Context: an optimization exercise on an open-source flow, tuned for a short achievable clock period and few clock cycles per item. The choices shown serve that exercise and are no tape-out recipe.
The RTL was checked by simulation tests, not by an equivalence proof against the original design.
Power is estimated from default activity; no workload was simulated.

==> design/flow/design.v <==
package coreDefs;
    localparam int xlen = 64;
    localparam int memPortBits = 64;
    typedef logic [xlen-1:0] wordT;
    typedef logic [xlen-1:0] addrT;
    typedef logic [31:0] instT;
    typedef logic [4:0] regIdxT;
    typedef enum logic [2:0] {
        aluAdd,
        aluSub,
        aluAnd,
        aluOr,
        aluXor
    } aluOpT;
    typedef enum logic [1:0] {
        memNone,
        memLoad,
        memStore
    } memOpT;
    localparam logic [6:0] opReg = 7'b0110011;
    localparam logic [6:0] opImm = 7'b0010011;
    localparam logic [6:0] opLoad = 7'b0000011;
    localparam logic [6:0] opStore = 7'b0100011;
    localparam logic [6:0] opBranch = 7'b1100011;
    localparam logic [6:0] opJal = 7'b1101111;
    localparam logic [2:0] f3Beq = 3'b000;
    localparam logic [2:0] f3Bne = 3'b001;
    localparam addrT resetPc = '0;
endpackage
`timescale 1ns/1ns
module ksAdd #(parameter int W = 8) (
    input  logic [W-1:0] a,
    input  logic [W-1:0] b,
    input  logic         cin,
    output logic [W-1:0] s
);
    localparam int L = (W <= 2) ? 1 : (W <= 4) ? 2 : (W <= 8) ? 3 : (W <= 16) ? 4 : (W <= 32) ? 5 : 6;
    logic [W-1:0] g [L+1];
    logic [W-1:0] p [L+1];
    logic [W-1:0] x;
    assign x = a ^ b;
    assign g[0] = (a & b) | {{(W-1){1'b0}}, cin & x[0]};
    assign p[0] = x;
    for (genvar l = 0; l < L; l++) begin : gLvl
        for (genvar i = 0; i < W; i++) begin : gBit
            if (i >= (1 << l)) begin : gOp
                assign g[l+1][i] = g[l][i] | (p[l][i] & g[l][i-(1 << l)]);
                assign p[l+1][i] = p[l][i] & p[l][i-(1 << l)];
            end else begin : gPass
                assign g[l+1][i] = g[l][i];
                assign p[l+1][i] = p[l][i];
            end
        end
    end
    assign s = x ^ {g[L][W-2:0], cin};
endmodule
`timescale 1ns/1ns
module pipeCore (
    input  logic           clk,
    input  logic           rstN,
    output logic           memReq,
    output logic           memWe,
    output coreDefs::addrT memAddr,
    output coreDefs::wordT memWdata,
    input  coreDefs::wordT memRdata,
    input  logic           memReady,
    output logic             commitValid,
    output coreDefs::addrT   commitPc,
    output logic             commitRdWe,
    output coreDefs::regIdxT commitRd,
    output coreDefs::wordT   commitData
);
    localparam int NE = 32;       
    localparam int PFWIN = 16;     
    localparam int IB = 5;          
    localparam int DN = 4;          
    localparam int DB = 2;          
    logic        ownPipe;
    logic        fbValid;
    logic        fbNew;
    logic [60:0] fbAddr;
    logic [63:0] fbData;
    logic [NE-1:0] icValid;
    logic [6-IB:0] icTag  [NE];
    logic [63:0]   icData [NE];
    logic [1:0]    icPred [NE];
    logic [15:0]   icTgt  [NE];
    logic        stInv;
    logic [63:0] fpc;
    logic [6:0]  pf;
    logic        dValid;
    logic [63:0] dPc;
    logic [31:0] dInst;
    logic        dPred;
    logic [31:0] dStash;     
    logic        dStashV;
    logic [DN-1:0]  dcValid;
    logic [60:0]    dcAddr [DN];
    logic [4:0]     dcRs [DN];      
    logic [11:0]    dcOff [DN];
    logic [63:0]    dcData [DN];
    logic [DB-1:0]  dcPtr;
    logic [63:0] rf [32];
    logic        eValid;
    logic [63:0] ePc;
    logic [63:0] eA;
    logic [63:0] eB;
    logic [63:0] eS;
    logic        eMAdd;      
    logic        eMSub;
    logic        eMXor;
    logic        eMOr;
    logic        eMAnd;
    logic [4:0]  eRd;
    logic        eRdWe;
    logic        eIsLd;
    logic        eIsSt;
    logic        eIsBr;
    logic        eBne;
    logic        eIsJal;
    logic        ePred;
    logic [63:0] eAlt;
    logic [63:0] eAlt2;      
    logic [31:0] eStash;
    logic        eStashV;
    logic        eTriv;      
    logic        eOff8;      
    logic        eHit;       
    logic [4:0]  eRs1;
    logic [63:0] eHitData;
    logic        m1Valid;
    logic [63:0] m1Pc;
    logic [63:0] m1Res;
    logic [4:0]  m1Rd;
    logic        m1RdWe;
    logic        m1IsLd;
    logic        m1IsMem;
    logic        m1Launched;
    logic [4:0]  m1Rs1;
    logic [11:0] m1Off;
    logic [4:0]  m2Rs1;
    logic [11:0] m2Off;
    logic        m2Dirty;    
    logic        m2Valid;
    logic [63:0] m2Pc;
    logic [63:0] m2Res;
    logic [4:0]  m2Rd;
    logic        m2RdWe;
    logic        m2IsLd;
    logic        m2IsMem;
    logic        m2Done;
    logic [63:0] ldata;
    logic        cValid;
    logic        cPend;
    logic [63:0] cPc;
    logic [4:0]  cRd;
    logic        cRdWe;
    logic        cIsLd;
    logic [63:0] cData;
    logic portFree;
    logic doneFetch;
    logic donePipe;
    assign portFree = !memReq || memReady;
    assign doneFetch = memReq && memReady && !ownPipe;
    assign donePipe = memReq && memReady && ownPipe;
    logic       fbLo;
    logic [1:0] fbPred;
    logic [15:0] fbTgt;
    assign fbLo = fbAddr[60:7] == '0;
    for (genvar h = 0; h < 2; h++) begin : gPre
        logic [31:0] pi;
        logic        pJal;
        logic        pBr;
        logic [7:0]  pBase;
        logic [20:0] pOffJ;
        logic [20:0] pOffB;
        logic [20:0] pOff;
        logic [8:0]  pSumJ;
        logic [8:0]  pSumB;
        logic [8:0]  pSum;
        assign pi = fbData[32*h +: 32];
        assign pJal = pi[6:0] == 7'b1101111;
        assign pBr = pi[6:0] == 7'b1100011 && pi[14:13] == 2'b00
                  && (pi[31] || (pi[12] ? pi[19:15] != pi[24:20] : pi[19:15] == pi[24:20]));
        assign pBase = {fbAddr[6:0], (h == 1) ? 1'b1 : 1'b0};
        assign pOffJ = {pi[31], pi[19:12], pi[20], pi[30:21], 1'b0};
        assign pOffB = {{8{pi[31]}}, pi[31], pi[7], pi[30:25], pi[11:8], 1'b0};
        ksAdd #(.W(9)) uPreJ (.a({1'b0, pBase}), .b({1'b0, pOffJ[9:2]}), .cin(1'b0), .s(pSumJ));
        ksAdd #(.W(9)) uPreB (.a({1'b0, pBase}), .b({1'b0, pOffB[9:2]}), .cin(1'b0), .s(pSumB));
        assign pOff = pJal ? pOffJ : pOffB;
        assign pSum = pJal ? pSumJ : pSumB;
        assign fbPred[h] = (pJal || pBr) && fbLo
                        && (pSum[8] ? pOff[20:10] == '1 : pOff[20:10] == '0);
        assign fbTgt[8*h +: 8] = pSum[7:0];
    end
    logic [IB-1:0] fIdx;
    logic        fLo;
    logic        cHit;
    logic        bHit;
    logic        fHit;
    logic [63:0] fWord;
    logic [1:0]  fPredW;
    logic [15:0] fTgtW;
    logic [31:0] fInst;
    logic        fPred;
    logic [7:0]  fTgt;
    assign fIdx = fpc[IB+2:3];
    assign fLo = fpc[63:10] == '0;
    assign cHit = icValid[fIdx] && icTag[fIdx] == fpc[9:IB+3] && fLo;
    assign bHit = fbValid && fbAddr == fpc[63:3];
    assign fHit = cHit || bHit;
    assign fWord = bHit ? fbData : icData[fIdx];
    assign fPredW = cHit ? icPred[fIdx] : 2'b00;
    assign fTgtW = icTgt[fIdx];
    assign fInst = fpc[2] ? fWord[63:32] : fWord[31:0];
    assign fPred = fpc[2] ? fPredW[1] : fPredW[0];
    assign fTgt = fpc[2] ? fTgtW[15:8] : fTgtW[7:0];
    logic [31:0] fStash;
    logic        fStashV;
    logic [6:0]  fWN;
    logic        fNHit;
    assign fStash = fWord[63:32];
    assign fWN = fpc[9:3] + 7'd1;
    assign fNHit = icValid[fWN[IB-1:0]] && icTag[fWN[IB-1:0]] == fWN[6:IB] && fLo && fpc[9:3] != 7'h7f
                && !(fbNew && fbLo && fbAddr[IB-1:0] == fWN[IB-1:0]);
    assign fStashV = fpc[2] ? (fNHit && !icPred[fWN[IB-1:0]][0]) : !fPredW[1];
    logic [6:0] dOp;
    logic [2:0] dF3;
    logic [4:0] dRs1;
    logic [4:0] dRs2;
    logic [4:0] dRd;
    logic dIsOp;
    logic dIsImm;
    logic dIsLd;
    logic dIsSt;
    logic dIsBr;
    logic dIsJal;
    logic dLegal;
    logic dIsMem;
    logic dUse1;
    logic dUse2;
    logic dRdWe;
    logic [63:0] dImm;
    logic [63:0] dPc4;
    logic [63:0] dTgtB;
    logic [63:0] dTgtJ;
    assign dOp = dInst[6:0];
    assign dF3 = dInst[14:12];
    assign dRs1 = dInst[19:15];
    assign dRs2 = dInst[24:20];
    assign dRd = dInst[11:7];
    assign dIsOp = dOp == coreDefs::opReg && (dF3 == 3'b000 || dF3 == 3'b100 || dF3 == 3'b110 || dF3 == 3'b111);
    assign dIsImm = dOp == coreDefs::opImm && dF3 == 3'b000;
    assign dIsLd = dOp == coreDefs::opLoad;
    assign dIsSt = dOp == coreDefs::opStore;
    assign dIsBr = dOp == coreDefs::opBranch && dF3[2:1] == 2'b00;
    assign dIsJal = dOp == coreDefs::opJal;
    assign dLegal = dIsOp || dIsImm || dIsLd || dIsSt || dIsBr || dIsJal;
    assign dIsMem = dIsLd || dIsSt;
    assign dUse1 = dIsOp || dIsImm || dIsLd || dIsSt || dIsBr;
    assign dUse2 = dIsOp || dIsSt || dIsBr;
    assign dRdWe = (dIsOp || dIsImm || dIsLd || dIsJal) && dRd != 5'd0;
    always_comb begin
        if (dIsSt) dImm = {{52{dInst[31]}}, dInst[31:25], dInst[11:7]};
        else if (dIsBr) dImm = {{51{dInst[31]}}, dInst[31], dInst[7], dInst[30:25], dInst[11:8], 1'b0};
        else if (dIsJal) dImm = {{43{dInst[31]}}, dInst[31], dInst[19:12], dInst[20], dInst[30:21], 1'b0};
        else dImm = {{52{dInst[31]}}, dInst[31:20]};
    end
    assign dPc4 = dPc + 64'd4;
    logic [6:0]  dWN;
    logic [31:0] dStashI;
    logic        dStashX;
    assign dWN = dPc[9:3] + 7'd1;
    assign dStashI = dPc[2] ? icData[dWN[IB-1:0]][31:0] : dStash;
    assign dStashX = dStashV;
    ksAdd #(.W(64)) uTgtB (.a(dPc), .b({{51{dInst[31]}}, dInst[31], dInst[7], dInst[30:25], dInst[11:8], 1'b0}),
                           .cin(1'b0), .s(dTgtB));
    ksAdd #(.W(64)) uTgtJ (.a(dPc), .b({{43{dInst[31]}}, dInst[31], dInst[19:12], dInst[20], dInst[30:21], 1'b0}),
                           .cin(1'b0), .s(dTgtJ));
    logic [63:0] dPc8;
    assign dPc8 = dPc + 64'd8;
    logic [63:0] m2Val;
    assign m2Val = m2IsLd ? (m2Done ? ldata : memRdata) : m2Res;
    logic [63:0]   m1Val;
    assign m1Val = m1Res;
    logic [DN-1:0] dcStMatch;
    logic          m1St;
    assign m1St = m1Valid && m1IsMem && !m1IsLd;
    for (genvar i = 0; i < DN; i++) begin : gDcSt
        assign dcStMatch[i] = dcAddr[i] == m1Res[63:3];
    end
    logic eM1;
    logic eM2;
    logic m1M1;
    logic m1M2;
    logic m2M1;
    logic m2M2;
    logic cM1;
    logic cM2;
    assign eM1 = eValid && eRdWe && eRd == dRs1;
    assign eM2 = eValid && eRdWe && eRd == dRs2;
    assign m1M1 = m1Valid && m1RdWe && m1Rd == dRs1;
    assign m1M2 = m1Valid && m1RdWe && m1Rd == dRs2;
    assign m2M1 = m2Valid && m2RdWe && m2Rd == dRs1;
    assign m2M2 = m2Valid && m2RdWe && m2Rd == dRs2;
    assign cM1 = cValid && cRdWe && cRd == dRs1;
    assign cM2 = cValid && cRdWe && cRd == dRs2;
    logic [63:0] dV1;
    logic [63:0] dV2;
    logic s1M1, s1M2, s1C, s1Rf;
    logic s2M1, s2M2, s2C, s2Rf;
    assign s1M1 = dRs1 != 5'd0 && m1M1;
    assign s1M2 = dRs1 != 5'd0 && !m1M1 && m2M1;
    assign s1C = dRs1 != 5'd0 && !m1M1 && !m2M1 && cM1;
    assign s1Rf = dRs1 != 5'd0 && !m1M1 && !m2M1 && !cM1;
    assign s2M1 = dRs2 != 5'd0 && m1M2;
    assign s2M2 = dRs2 != 5'd0 && !m1M2 && m2M2;
    assign s2C = dRs2 != 5'd0 && !m1M2 && !m2M2 && cM2;
    assign s2Rf = dRs2 != 5'd0 && !m1M2 && !m2M2 && !cM2;
    assign dV1 = ({64{s1M1}} & m1Val) | ({64{s1M2}} & m2Val) | ({64{s1C}} & cData) | ({64{s1Rf}} & rf[dRs1]);
    assign dV2 = ({64{s2M1}} & m1Val) | ({64{s2M2}} & m2Val) | ({64{s2C}} & cData) | ({64{s2Rf}} & rf[dRs2]);
    logic dHaz1;
    logic dHaz2;
    logic [DN-1:0] dcMatch;
    logic          dHit;
    logic [63:0]   dHitData;
    for (genvar i = 0; i < DN; i++) begin : gDc
        assign dcMatch[i] = dcValid[i] && dcRs[i] == dRs1 && dcOff[i] == dInst[31:20] && !(m1St && dcStMatch[i]);
    end
    assign dHit = dIsLd && dcMatch != '0 && !eM1;
    always_comb begin
        dHitData = '0;
        for (int i = 0; i < DN; i++) begin
            dHitData = dHitData | ({64{dcMatch[i]}} & dcData[i]);
        end
    end
    logic dStall;
    assign dHaz1 = dUse1 && dRs1 != 5'd0 && (eM1 ? (eIsLd && !eHit) : (m1M1 && m1IsLd));
    assign dHaz2 = dUse2 && dRs2 != 5'd0 && (eM2 ? (eIsLd && !eHit) : (m1M2 && m1IsLd));
    assign dStall = dValid && (dHaz1 || dHaz2 || (dIsMem && eValid && (eIsSt || (eIsLd && !eHit))));
    logic [63:0] xAdd;
    logic [63:0] xSub;
    logic [63:0] xRes;
    logic        xTaken;
    logic        eMis;
    assign xAdd = eA + eB;
    assign xSub = eA - eB;
    logic [63:0] xLog;
    assign xLog = ({64{eMXor}} & (eA ^ eB)) | ({64{eMOr}} & (eA | eB)) | ({64{eMAnd}} & (eA & eB));
    assign xRes = ({64{eMAdd && !(eIsLd && eHit)}} & xAdd) | ({64{eMSub}} & xSub) | xLog
                | ({64{eIsLd && eHit}} & eHitData);
    logic fA;
    logic fB;
    logic fS;
    logic [63:0] nA;
    logic [63:0] nB;
    logic [63:0] nS;
    assign fA = !dIsJal && eM1;
    assign fB = dIsOp && eM2;
    assign fS = eM2;
    assign nA = ({64{fA && eMAdd && !eIsLd}} & xAdd) | ({64{fA && eMSub}} & xSub) | ({64{fA}} & xLog)
              | ({64{fA && eIsLd}} & eHitData)
              | ({64{!fA}} & (dIsJal ? dPc4 : dV1));
    assign nB = ({64{fB && eMAdd && !eIsLd}} & xAdd) | ({64{fB && eMSub}} & xSub) | ({64{fB}} & xLog)
              | ({64{fB && eIsLd}} & eHitData)
              | ({64{!fB}} & ((dIsImm || dIsLd || dIsSt) ? dImm : (dIsJal ? 64'd0 : dV2)));
    assign nS = ({64{fS && eMAdd && !eIsLd}} & xAdd) | ({64{fS && eMSub}} & xSub) | ({64{fS}} & xLog)
              | ({64{fS && eIsLd}} & eHitData)
              | ({64{!fS}} & dV2);
    assign xTaken = (eA == eS) != eBne;
    assign eMis = eValid && !eTriv && ((eIsBr && xTaken != ePred) || (eIsJal && !ePred));
    logic eRestore;
    logic eKill1;
    assign eRestore = eMis && ePred && eStashV;
    assign eKill1 = eMis && !ePred && eOff8 && dValid;
    logic m1Replay;
    logic flushOld;        
    logic redirect;
    logic [63:0] redirPc;
    assign m1Replay = m1Valid && m1IsMem && !m1Launched;
    assign flushOld = cPend || m1Replay;
    assign redirect = flushOld || (eMis && !eRestore && !eKill1);
    logic dZeroE;
    logic dEarly;
    assign dZeroE = (eA ^ eB) == {eA[62:0] | eB[62:0], 1'b0};
    assign dEarly = dValid && dIsBr && dPred && dStashX && dRs2 == 5'd0 && dRs1 != 5'd0
                 && eValid && eRdWe && eRd == dRs1 && eMAdd && !eIsLd
                 && (dF3[0] ? dZeroE : !dZeroE)
                 && !redirect && !eRestore && !eKill1;
    always_comb begin
        if (cPend) redirPc = cPc + 64'd4;
        else if (m1Replay) redirPc = m1Pc;
        else redirPc = eAlt;
    end
    logic        fetchInflightF;
    logic        demand;
    logic [6:0]  pfDist;
    logic        pfBehind;
    logic        pfInWin;
    logic        pfPresent;
    logic        pfWant;
    logic        fetchBlock;
    logic        pipeCand;
    logic        launchPipe;
    logic        launchFetch;
    logic [60:0] fetchWord;
    assign fetchInflightF = memReq && !ownPipe && memAddr[63:3] == fpc[63:3];
    assign demand = !fHit && !fetchInflightF;
    assign pfDist = pf - fpc[9:3];
    assign pfBehind = pfDist[6];
    assign pfInWin = fLo && !pfBehind && pfDist < PFWIN[6:0];
    assign pfPresent = (icValid[pf[IB-1:0]] && icTag[pf[IB-1:0]] == pf[6:IB])
                    || (fbValid && fbLo && fbAddr[6:0] == pf)
                    || (memReq && !ownPipe && memAddr[63:10] == '0 && memAddr[9:3] == pf);
    assign pfWant = pfInWin && !pfPresent;
    assign fetchBlock = (dValid && dIsMem) || cPend;
    assign pipeCand = eValid && (eIsSt || (eIsLd && !eHit)) && !flushOld;
    assign launchPipe = portFree && pipeCand;
    assign launchFetch = portFree && !pipeCand && !fetchBlock && (demand || pfWant);
    assign fetchWord = demand ? fpc[63:3] : {54'b0, pf};
    always_ff @(posedge clk) begin
        if (!rstN) begin
            memReq <= 1'b0;
            memWe <= 1'b0;
            ownPipe <= 1'b0;
        end else if (portFree) begin
            memReq <= pipeCand || launchFetch;
            memWe <= pipeCand && eIsSt;
            ownPipe <= pipeCand;
        end
    end
    always_ff @(posedge clk) begin
        if (portFree) begin
            if (pipeCand) begin
                memAddr <= xAdd;
                memWdata <= eS;
            end else begin
                memAddr <= {fetchWord, 3'b000};
            end
        end
    end
    always_ff @(posedge clk) begin
        if (!rstN) begin
            fbValid <= 1'b0;
            fbNew <= 1'b0;
            stInv <= 1'b0;
        end else begin
            fbNew <= doneFetch;
            if (doneFetch) begin
                fbValid <= 1'b1;
            end else if (stInv && memAddr[63:3] == fbAddr) begin
                fbValid <= 1'b0;
            end
            stInv <= launchPipe && eIsSt;
        end
    end
    always_ff @(posedge clk) begin
        if (doneFetch) begin
            fbAddr <= memAddr[63:3];
            fbData <= memRdata;
        end
    end
    always_ff @(posedge clk) begin
        if (!rstN) begin
            icValid <= '0;
        end else begin
            if (fbNew && fbLo) begin
                icValid[fbAddr[IB-1:0]] <= 1'b1;
            end
            if (stInv && memAddr[63:10] == '0 && icTag[memAddr[IB+2:3]] == memAddr[9:IB+3]) begin
                icValid[memAddr[IB+2:3]] <= 1'b0;
            end
        end
    end
    always_ff @(posedge clk) begin
        if (fbNew && fbLo) begin
            icTag[fbAddr[IB-1:0]] <= fbAddr[6:IB];
            icData[fbAddr[IB-1:0]] <= fbData;
            icPred[fbAddr[IB-1:0]] <= fbPred;
            icTgt[fbAddr[IB-1:0]] <= fbTgt;
        end
    end
    always_ff @(posedge clk) begin
        if (!rstN) begin
            fpc <= coreDefs::resetPc;
            pf <= '0;
            dValid <= 1'b0;
        end else begin
            if (redirect) begin
                fpc <= redirPc;
                dValid <= 1'b0;
            end else if (eRestore) begin
                fpc <= eAlt2;
                dValid <= 1'b1;
            end else if (eKill1 && dStall) begin
                dValid <= 1'b0;
            end else if (dEarly) begin
                fpc <= dPc8;
                dValid <= 1'b1;
            end else if (!dStall) begin
                dValid <= fHit;
                if (fHit) begin
                    fpc <= fPred ? {54'b0, fTgt, 2'b00} : fpc + 64'd4;
                end
            end
            if (fLo && pfBehind) begin
                pf <= fpc[9:3];
            end else if (pfInWin && (pfPresent || (launchFetch && !demand))) begin
                pf <= pf + 7'd1;
            end
        end
    end
    always_ff @(posedge clk) begin
        if (eRestore && !flushOld) begin
            dPc <= eAlt;
            dInst <= eStash;
            dPred <= 1'b0;
            dStashV <= 1'b0;
        end else if (dEarly) begin
            dPc <= dPc4;
            dInst <= dStashI;
            dPred <= 1'b0;
            dStashV <= 1'b0;
        end else if (!dStall) begin
            dPc <= fpc;
            dInst <= fInst;
            dPred <= fPred;
            dStash <= fStash;
            dStashV <= fStashV;
        end
    end
    always_ff @(posedge clk) begin
        if (!rstN) begin
            eValid <= 1'b0;
        end else begin
            eValid <= dValid && dLegal && !dStall && !flushOld && !eMis;
        end
    end
    always_ff @(posedge clk) begin
        ePc <= dPc;
        eA <= nA;
        eB <= nB;
        eS <= nS;
        eMSub <= dIsOp && dF3 == 3'b000 && dInst[30];
        eMAdd <= !(dIsOp && (dF3 != 3'b000 || dInst[30]));
        eMXor <= dIsOp && dF3 == 3'b100;
        eMOr <= dIsOp && dF3 == 3'b110;
        eMAnd <= dIsOp && dF3 == 3'b111;
        eRd <= dRd;
        eRdWe <= dRdWe;
        eIsLd <= dIsLd;
        eIsSt <= dIsSt;
        eIsBr <= dIsBr;
        eBne <= dF3[0];
        eIsJal <= dIsJal;
        ePred <= dPred && !dEarly;
        eAlt <= (dPred && !dEarly) ? dPc4 : (dIsJal ? dTgtJ : dTgtB);
        eAlt2 <= dPc8;
        eStash <= dStashI;
        eStashV <= dStashX;
        eTriv <= dIsBr && dImm == 64'd4;
        eHit <= dHit;
        eHitData <= dHitData;
        eRs1 <= dRs1;
        eOff8 <= dIsBr && dImm == 64'd8;
    end
    always_ff @(posedge clk) begin
        if (!rstN) begin
            m1Valid <= 1'b0;
            m2Valid <= 1'b0;
        end else begin
            m1Valid <= eValid && !flushOld;
            m2Valid <= m1Valid && !flushOld;
        end
    end
    always_ff @(posedge clk) begin
        m1Pc <= ePc;
        m1Res <= xRes;
        m1Rs1 <= eRs1;
        m1Off <= eB[11:0];
        m2Rs1 <= m1Rs1;
        m2Off <= m1Off;
        m2Dirty <= (eValid && eRdWe && eRd == m1Rs1) || (m1RdWe && m1Rd == m1Rs1);
        m1Rd <= eRd;
        m1RdWe <= eRdWe;
        m1IsLd <= eIsLd && !eHit;
        m1IsMem <= eIsSt || (eIsLd && !eHit);
        m1Launched <= launchPipe;
        m2Pc <= m1Pc;
        m2Res <= m1Res;
        m2Rd <= m1Rd;
        m2RdWe <= m1RdWe;
        m2IsLd <= m1IsLd;
        m2IsMem <= m1IsMem;
        m2Done <= donePipe;
        if (donePipe) begin
            ldata <= memRdata;
        end
    end
    logic dcFill;
    assign dcFill = !cPend && m2Valid && m2IsLd && (m2Done || donePipe) && !m1St
                 && !m2Dirty && !(eValid && eRdWe && eRd == m2Rs1);
    always_ff @(posedge clk) begin
        if (!rstN) begin
            dcValid <= '0;
            dcPtr <= '0;
        end else begin
            if (dcFill) begin
                dcValid[dcPtr] <= 1'b1;
                dcPtr <= dcPtr + 1'b1;
            end
            for (int i = 0; i < DN; i++) begin
                if ((m1St && dcStMatch[i]) || (eValid && eRdWe && dcRs[i] == eRd)) begin
                    dcValid[i] <= 1'b0;
                end
            end
        end
    end
    always_ff @(posedge clk) begin
        if (dcFill) begin
            dcAddr[dcPtr] <= m2Res[63:3];
            dcRs[dcPtr] <= m2Rs1;
            dcOff[dcPtr] <= m2Off;
            dcData[dcPtr] <= m2Val;
        end
    end
    logic m2Ok;
    assign m2Ok = !m2IsMem || m2Done || donePipe;
    always_ff @(posedge clk) begin
        if (!rstN) begin
            cValid <= 1'b0;
            cPend <= 1'b0;
        end else if (cPend) begin
            cValid <= donePipe;
            cPend <= !donePipe;
        end else begin
            cValid <= m2Valid && m2Ok;
            cPend <= m2Valid && !m2Ok;
        end
    end
    always_ff @(posedge clk) begin
        if (cPend) begin
            if (cIsLd) begin
                cData <= memRdata;
            end
        end else begin
            cPc <= m2Pc;
            cRd <= m2Rd;
            cRdWe <= m2RdWe;
            cIsLd <= m2IsLd;
            cData <= m2Val;
        end
    end
    always_ff @(posedge clk) begin
        if (cValid && cRdWe) begin
            rf[cRd] <= cData;
        end
    end
    assign commitValid = cValid;
    assign commitPc = cPc;
    assign commitRdWe = cRdWe;
    assign commitRd = cRd;
    assign commitData = cData;
endmodule
==> design/flow/run.sh <==
#!/bin/bash
# synth_recipe.tcl (not shown) runs the flow's synth.tcl, then flattens the netlist and writes it again
# the make line also repeats each setting of config.mk as NAME=value (left out here)
make -C /OpenROAD-flow-scripts/flow DESIGN_CONFIG=/design/flow/config.mk WORK_HOME=/design/flow/orfs CLKGATE_MAP_FILE= SYNTH_SCRIPT=/design/flow/synth_recipe.tcl finish
==> design/flow/config.mk <==
export PLATFORM = sky130hd
export DESIGN_NAME = pipeCore
export DESIGN_NICKNAME = pipeCore
export VERILOG_FILES = /design/flow/design.v
export SDC_FILE = /design/flow/constraint.sdc
export NUM_CORES = 4
export LEC_CHECK = 0
export CAP_MARGIN = 20
export CELL_PAD_IN_SITES_DETAIL_PLACEMENT = 1
export CELL_PAD_IN_SITES_GLOBAL_PLACEMENT = 1
export CORE_MARGIN = 2
export CORE_UTILIZATION = 35
export PLACE_DENSITY = 0.5
export SETUP_SLACK_MARGIN = 5
export SLEW_MARGIN = 20
==> design/flow/constraint.sdc <==
create_clock -name core_clock -period 8.0 [get_ports {clk}]
set_input_delay 1.6000 -clock core_clock [delete_from_list [all_inputs] [get_ports {clk}]]
set_output_delay 1.6000 -clock core_clock [all_outputs]
set_load 0.01 [all_outputs]
==> results of run 1 <==
synthesized netlist by cell type, drive strengths merged (26+ instances only):
master	count	area (um2)
ha	308	3850
a31oi	83	519
dfxtp	959	19200
nand4	184	1150
nor2	670	2510
a22oi	226	1700
a221oi	170	1490
nand2	1054	3960
o21ai	743	3720
and3	56	350
mux2	200	2250
inv	420	1580
nor3	123	621
buf	384	1720
nand2b	57	357
and2	30	188
mux2i	335	3350
or3	33	206
a211oi	115	868
mux4	2510	56500
nor2b	57	357
o21bai	64	480
o211ai	111	833
edfxtp	5884	177000
clkbuf	898	3370
xor2	473	4140
o221ai	56	490
nor4	210	1320
xnor2	586	5130
a21oi	655	3280
o21a	28	210
a21o	95	713
a2111oi	28	245
a211o	26	228
a221o	39	390
or2	31	194
o31ai	52	395
nand3	259	1300
o22ai	65	407
power by group through the flow:
stage                     sequential [W]  clock, W  combinational [W]
final                             0.0387    0.0356            0.00143
after global routing              0.0386    0.0371            0.00145
after CTS                         0.0387    0.0358            0.00133
after detailed placement          0.0395         0            0.00106
after global placement            0.0395         0            0.00105
after floorplan                   0.0394         0           0.000453
through the flow:
stage	hold slack, ns	util	power, W	cells	worst slack, ns
2_1_floorplan	0.310	-	0.0399	18600	3.68
3_3_place_gp	0.310	0.377	0.0405	30300	2.13
3_5_place_dp	0.313	0.377	0.0405	30300	2.33
4_1_cts	0.309	0.462	0.0758	33900	3.95
5_1_grt	0.322	0.476	0.0772	34600	3.87
6_report	0.300	0.476	0.0757	34600	3.83
final cells by class:
| class | count | area, um2 | share of cell area |
|---|---|---|---|
| repair inverters | 5 | 55.1 | 0.000131 |
| multi-input cells | 10000 | 122000 | 0.291 |
| well taps | 11800 | 14800 | 0.0352 |
| inverters | 427 | 1760 | 0.00419 |
| clock buffers | 1014 | 21000 | 0.0501 |
| flip-flops and latches | 6843 | 196000 | 0.468 |
| diodes | 70 | 175 | 0.000418 |
| repair buffers | 4040 | 59800 | 0.143 |
| clock inverters | 405 | 3600 | 0.00858 |
kinds of logic after synthesis:
kind of cell    after synthesis  share of synthesized area
xor+xnor                   1060                     0.0301
fa+ha+maj                   316                     0.0130
flops                      6843                      0.634
compound gates             2739                     0.0571
simple gates               2844                     0.0426
mux                        3045                      0.201
buf+inv                    1709                     0.0217
worst reg2reg max path, cell delays in order (launching register included):
cell      delay [ns]
dfxtp_2         0.45
xor2_2          0.20
nor4_2          0.40
nand4_1         0.25
nor4_2          0.29
buf_4           0.25
xnor3_1         0.29
o21ai_4         0.20
nor4_2          0.08
buf_4           0.16
a311o_1         0.29
and2_4          0.22
buf_6           0.17
buf_4           0.14
nor3_4          0.54
a311oi_1        0.09
state kept, by name (all words and copies together) (netlist names), 244 cells and up, named ones only:
name	flops
rf	2048
icData	2048
dcAddr	244
icTgt	512
dcData	256
worst max-delay path by stage:
| stage | startpoint | slack [ns] | cells past startpoint | to |
|---|---|---|---|---|
| 3_3_place_gp | eA[17] | 2.13 | 13 | memAddr[60] |
| 3_5_place_dp | eA[36] | 2.33 | 13 | eS[63] |
| 5_1_grt | eB[6] | 3.87 | 19 | eB[58] |
| 2_1_floorplan | memReady | 3.68 | 5 | dcAddr[1][0] |
| 4_1_cts | eA[0] | 3.95 | 17 | eA[32] |
| 6_report | eS[34] | 3.83 | 15 | fpc[60] |
layer usage:
layer,share of wire,up-vias,global-route usage,wire length [um]
met3,0.11,3285,0.0911,188000
met4,0.073,66,0.198,121000
li1,-,82800,-,-
met1,0.39,122000,0.494,648000
met2,0.42,14400,0.523,707000
met5,0.00028,-,0,467
what timing repair did:
action / 4_1_cts / 5_1_grt
setup buffers: 1653 / 563
pin swaps: 655 / 522
endpoints found under the setup margin: 5886 / 4495
resized for setup: 5464 / 1243
cloned: 603 / 67
==> results.toml, run 1 <==
[hold_path]
hold_depth = 0
hold_path_class = "flop to flop"
hold_start = "m1Off[9]"
hold-path-endpoint = "m2Off[9]"

[layout]
drive_gt1_frac = 0.438
nNetsFinal = 22500
layout_commonest_cell = "edfxtp_1"
final_cell_mix = "edfxtp_1, mux4_2, buf_4, nand2_1, clkbuf_16"
postLayoutCellArea_mm2 = 0.420
area_delta_synth_final_pct = 35.9
fillerInstances = 82000

[synth]
synth_seq_area_share = 0.634
yosysWarnings = 7
synth_edf_count = 5884
synth_cell_type_count = 93
netlist_area_mm2 = 0.309
syn_inst = 18600
avgSynthCellArea_um2 = 16.6
synth_seq_cells = 6843
synth_ff_type = "edfxtp_1"
mappedNetlistNets = 18900
async_flop_share = 0

[place]
hpwl_um = 899000
place_congestion = 0.969
portBuffers = 331
placed_cell_area_mm2 = 0.332

[floorplanning]
fp.dieH_um = 943
ios = 332
dieArea_mm2 = 0.890
initial_core_util = 0.351
dieWidth_um = 943
core_mm2 = 0.881
row_count = 345

[routing]
postRouteAntennaNets = 0
drt-initial-drc-count = 34200
routed_wl_um = 1670000
wire_per_inst_um = 48.1
drc_errors = 0
first_pass_iters = 7
vias = 223000
via_per_inst = 6.43

[timing]
slew_viol_final = 0
rsz0062_at_grt = "yes"
hold_viol = 0
max_clock_freq_ghz = 0.240
setup_tns_ns = 0
fin_crit_sh = 0.522
finClkSkew_ns = 0.100
worst_slew_pin_slew_ns = 1.34
finalSetupViolations = 0
maxSlewHeadroom = 0.108
min_period_ns = 4.17

[job]
maxCapViolations = 0

[worst_setup_path]
crit_buf_inv = 4
critPathTopFamily = "simple AND/OR/NAND/NOR gates"
reg2reg_to = "fpc[60]"
reg2reg_from = "eS[34]"
cp-start-kind = "flop"
slowest_stage = "nor3_4"
cp.arrival_ns = 5.21
cp-end-kind = "flop"
reg2regPathDepth = 15
worstPathCellList = "xor2_2, nor4_2, nand4_1, nor4_2, buf_4, xnor3_1, o21ai_4, nor4_2, buf_4, a311o_1, and2_4, buf_6, buf_4, nor3_4, a311oi_1"
worstPathRequired_ns = 9.03
reg2reg_setup_slack_ns = 3.83
critPathMaxStageDelay_ns = 0.54
critical_path_class = "flop to flop"
worstPathMaxFanout = 7

[clocking]
clockRootBuffer = "clkbuf_16"
cts_hold_buf = 0
cts_max_level = 6
cts_tree = "yes"
clkTransAtPathRegs_ns = 0.06
max-clock-path-buffers = 4
cts-buffers-inserted = 772
cts_sinks = 6843
clk_latency_ns = 1.25

[status]
outcome = "complete, no violations"

[global_route]
grt_max_degree = 100
grt.overflow.total = 0
grt_pass1_vias = 213000
antenna_found_initial = 177
grt_pass1_wl_um = 2130000
grt_usage = 0.359

[power]
switchingPower_w = 0.0168
swShare = 0.222
seq_power_share = 0.511
irDropWorstVdd_mv = 0.259
p_clk_frac = 0.470
power_frac_comb = 0.019
leakagePower_nw = 141
cellPowerDensity_mw_per_mm2 = 180
cellInternalPower_w = 0.0589
Testbench counts, summed over its fixed seeds: cycles 78,367, instret 70,374.
==> run 2: changes to the inputs <==
==> design/flow/config.mk (replaced) <==
export PLATFORM = sky130hd
export DESIGN_NAME = pipeCore
export DESIGN_NICKNAME = pipeCore
export VERILOG_FILES = /design/flow/design.v
export SDC_FILE = /design/flow/constraint.sdc
export NUM_CORES = 4
export LEC_CHECK = 0
export CAP_MARGIN = 20
export CELL_PAD_IN_SITES_DETAIL_PLACEMENT = 2
export CELL_PAD_IN_SITES_GLOBAL_PLACEMENT = 2
export CORE_MARGIN = 2
export CORE_UTILIZATION = 30
export PLACE_DENSITY = 0.45
export SETUP_SLACK_MARGIN = 4
export SLEW_MARGIN = 20
==> run 2 against run 1 <==
Compared with the run above: highest routed layer unchanged; largest cell class unchanged; global-route usage fell by 5.8 points; largest power group unchanged; utilization shrank 10 points; sequential cell count unchanged; sequential share of layout area rose by 4.7 points.
==> results.toml, run 2 <==
[status]
outcome = "complete, no violations"

[place]
hpwl_um = 1040000
portBuffers = 331
placed_cell_area_mm2 = 0.335
place_congestion = 0.908

[worst_setup_path]
cp.arrival_ns = 5.25
critPathMaxStageDelay_ns = 0.62
worstPathRequired_ns = 9.03
critical_path_class = "flop to flop"
worstPathCellList = "buf_12, buf_12, buf_4, mux4_2, mux4_2, mux2i_1, buf_4, nand2_1, o211ai_1, o21ai_0, a221oi_2, nor2_2, a21oi_1, a21oi_1"
slowest_stage = "a221oi_2"
worstPathMaxFanout = 7
cp-end-kind = "flop"
cp-start-kind = "flop"

[synth]
syn_inst = 18600
synth_cell_type_count = 93
mappedNetlistNets = 18900
synth.top_cell.area_share = 0.572
async_flop_share = 0
synthTopCellsByArea = "edfxtp_1, mux4_2, dfxtp_1, xnor2_1, xor2_1"
synth_seq_area_share = 0.634
netlist_area_mm2 = 0.309
yosys.area.top_type = "edfxtp_1"
synth_seq_cells = 6843
netlist_top_cells_count = "edfxtp_1, mux4_2, nand2_1"
yosysWarnings = 7
synth_ff_type = "edfxtp_1"
synth_edf_count = 5884
avgSynthCellArea_um2 = 16.6
synth.most_common_cell = "edfxtp_1"

[floorplanning]
row_count = 372
fp.dieH_um = 1020
dieArea_mm2 = 1.04
dieWidth_um = 1020
core_mm2 = 1.03
initial_core_util = 0.301
ios = 332

[global_route]
grt.overflow.total = 0
grt_max_degree = 101
grt_pass1_vias = 207000
grt_pass1_wl_um = 2100000
antenna_found_initial = 226
grt_usage = 0.302

[layout]
area_delta_synth_final_pct = 23.4
ff_latch_area_mm2 = 0.196
fillerInstances = 99600
multi_input_area_mm2 = 0.115
nNetsFinal = 20700
postLayoutCellArea_mm2 = 0.381
layout_commonest_cell = "edfxtp_1"
final_cell_mix = "edfxtp_1, mux4_2, buf_4, nand2_1, clkbuf_16"
drive_gt1_frac = 0.334

[clocking]
cts_tree = "yes"
max-clock-path-buffers = 5
clockRootBuffer = "clkbuf_16"
cts_max_level = 6
cts_hold_buf = 0
clkTransAtPathRegs_ns = 0.06
cts_sinks = 6843
clk_latency_ns = 1.20
cts-buffers-inserted = 825

[power]
cellPowerDensity_mw_per_mm2 = 203
irDropWorstVdd_mv = 0.176
leakagePower_nw = 124

[timing]
rsz0062_at_grt = "yes"
maxSlewHeadroom = 0.102
hold_viol = 0
setup_tns_ns = 0
max_clock_freq_ghz = 0.237
fin_crit_sh = 0.527
worst_slew_pin_slew_ns = 1.35
slew_viol_final = 0
finalSetupViolations = 0
finClkSkew_ns = 0.0589
min_period_ns = 4.22

[hold_path]
hold_path_class = "flop to flop"

[routing]
drt-initial-drc-count = 24800
via_per_inst = 5.85
routed_wl_um = 1610000
first_pass_iters = 6
drc_errors = 0
postRouteAntennaNets = 0
vias = 204000
wire_per_inst_um = 46.4

[job]
maxCapViolations = 0
[run 2: cell counts after synthesis]
No cell type changed its count.
[run 2: logic make-up after synthesis]
logic type               after synthesis  synth area share
AO/OA/AOI/OAI                       2739            0.0571
adder cells (fa/ha/maj)              316            0.0130
buffers and inverters               1709            0.0217
XOR/XNOR                            1060            0.0301
multiplexers                        3045             0.201
flip-flops                          6843             0.634
AND/OR/NAND/NOR                     2844            0.0426
[run 2: final timing paths]
| check | to | startpoint | slack (ns) | cells after the start |
|---|---|---|---|---|
| hold / removal | m1Pc[21] | ePc[21] | 0.32 | 0 |
| setup reg to reg | eA[57] | flop | 3.78 | 14 |
| setup / recovery | eA[57] | flop | 3.78 | 14 |
| hold reg to reg | m1Pc[21] | ePc[21] | 0.32 | 0 |
[run 2: power breakdown]
group	internal, W	total [W]	switching [W]
registers	0.0385	0.0386	0.000119
clock network	0.0213	0.0376	0.0162
logic	0.000365	0.00131	0.000947
[run 2: stage by stage]
step / hold WS [ns] / util / power (W) / setup WS (ns) / cells
after floorplan: 0.310 / - / 0.0399 / 3.44 / 18600
after global placement: 0.310 / 0.327 / 0.0406 / 1.79 / 32300
after detailed placement: 0.313 / 0.327 / 0.0406 / 1.83 / 32300
after CTS: 0.317 / 0.365 / 0.0783 / 3.50 / 34400
after global routing: 0.327 / 0.371 / 0.0796 / 3.72 / 34700
final: 0.324 / 0.372 / 0.0775 / 3.78 / 34800
[run 2: cell type report]
| cell class | instances | share of cell area |
|---|---|---|
| flip-flops and latches | 6843 | 0.515 |
| multi-input cells | 10000 | 0.301 |
| repair buffers | 2233 | 0.0659 |
| clock buffers | 1092 | 0.0594 |
| well taps | 13700 | 0.0448 |
| clock inverters | 426 | 0.00959 |
| inverters | 427 | 0.00440 |
| diodes | 96 | 0.000630 |
[run 2: routing by layer]
layer | up-vias | wire [um] | GRT usage
li1 | 78900 | - | -
met3 | 1666 | 91800 | 0.0338
met2 | 7713 | 728000 | 0.469
met5 | - | 204 | 0
met4 | 30 | 67400 | 0.101
met1 | 115000 | 727000 | 0.440
[run 2: worst max-delay path: cells and delay by family, from the launching register on]
family                 cells  cell delay, ns
AO/OA/AOI/OAI              5            1.28
multiplexers               3            1.21
buffers and inverters      4            0.79
AND/OR/NAND/NOR            2            0.36
flip-flops                 1            0.35
[run 2: timing repair]
action                      CTS  global route
buffers inserted            517           263
gates resized for setup    1372           666
cloned                       75            38
pin swaps                   169           223
setup endpoints to repair  4365           743

## separate check: timing with driven ports
Ports are ideal in the flow. The routed layouts listed here were re-timed in OpenROAD.
Step 1 (the two cells are an assumption about what drives the block):
set clk [get_ports {clk}]
set_driving_cell -lib_cell sky130_fd_sc_hd__clkbuf_16 $clk
set_driving_cell -lib_cell sky130_fd_sc_hd__buf_2 [delete_from_list [all_inputs] $clk]
Step 2 adds t to the input delays and takes it off the output delays; t is the mean of the earliest and latest rising clock arrival at the registers after step 1. Input paths then give back, and output paths get back, about the clock's delay inside the block.
Three values: ideal ports, drivers, drivers and shift; two values: the first two.
| run | shift t [ns] | slack for setup (ns) | hold WS [ns] |
|---|---|---|---|
| run 1 | 1.375 | 3.827 / 3.827 / 2.986 | 0.300 / 0.300 / 0.300 |
| run 2 | 1.347 | 3.784 / 3.784 / 2.595 | 0.324 / 0.324 / 0.324 |
After both steps every run listed still meets setup and hold. The setup slack of run 2, which loses most, moves by 0.000 ns with the drivers and by -1.189 ns with both steps.
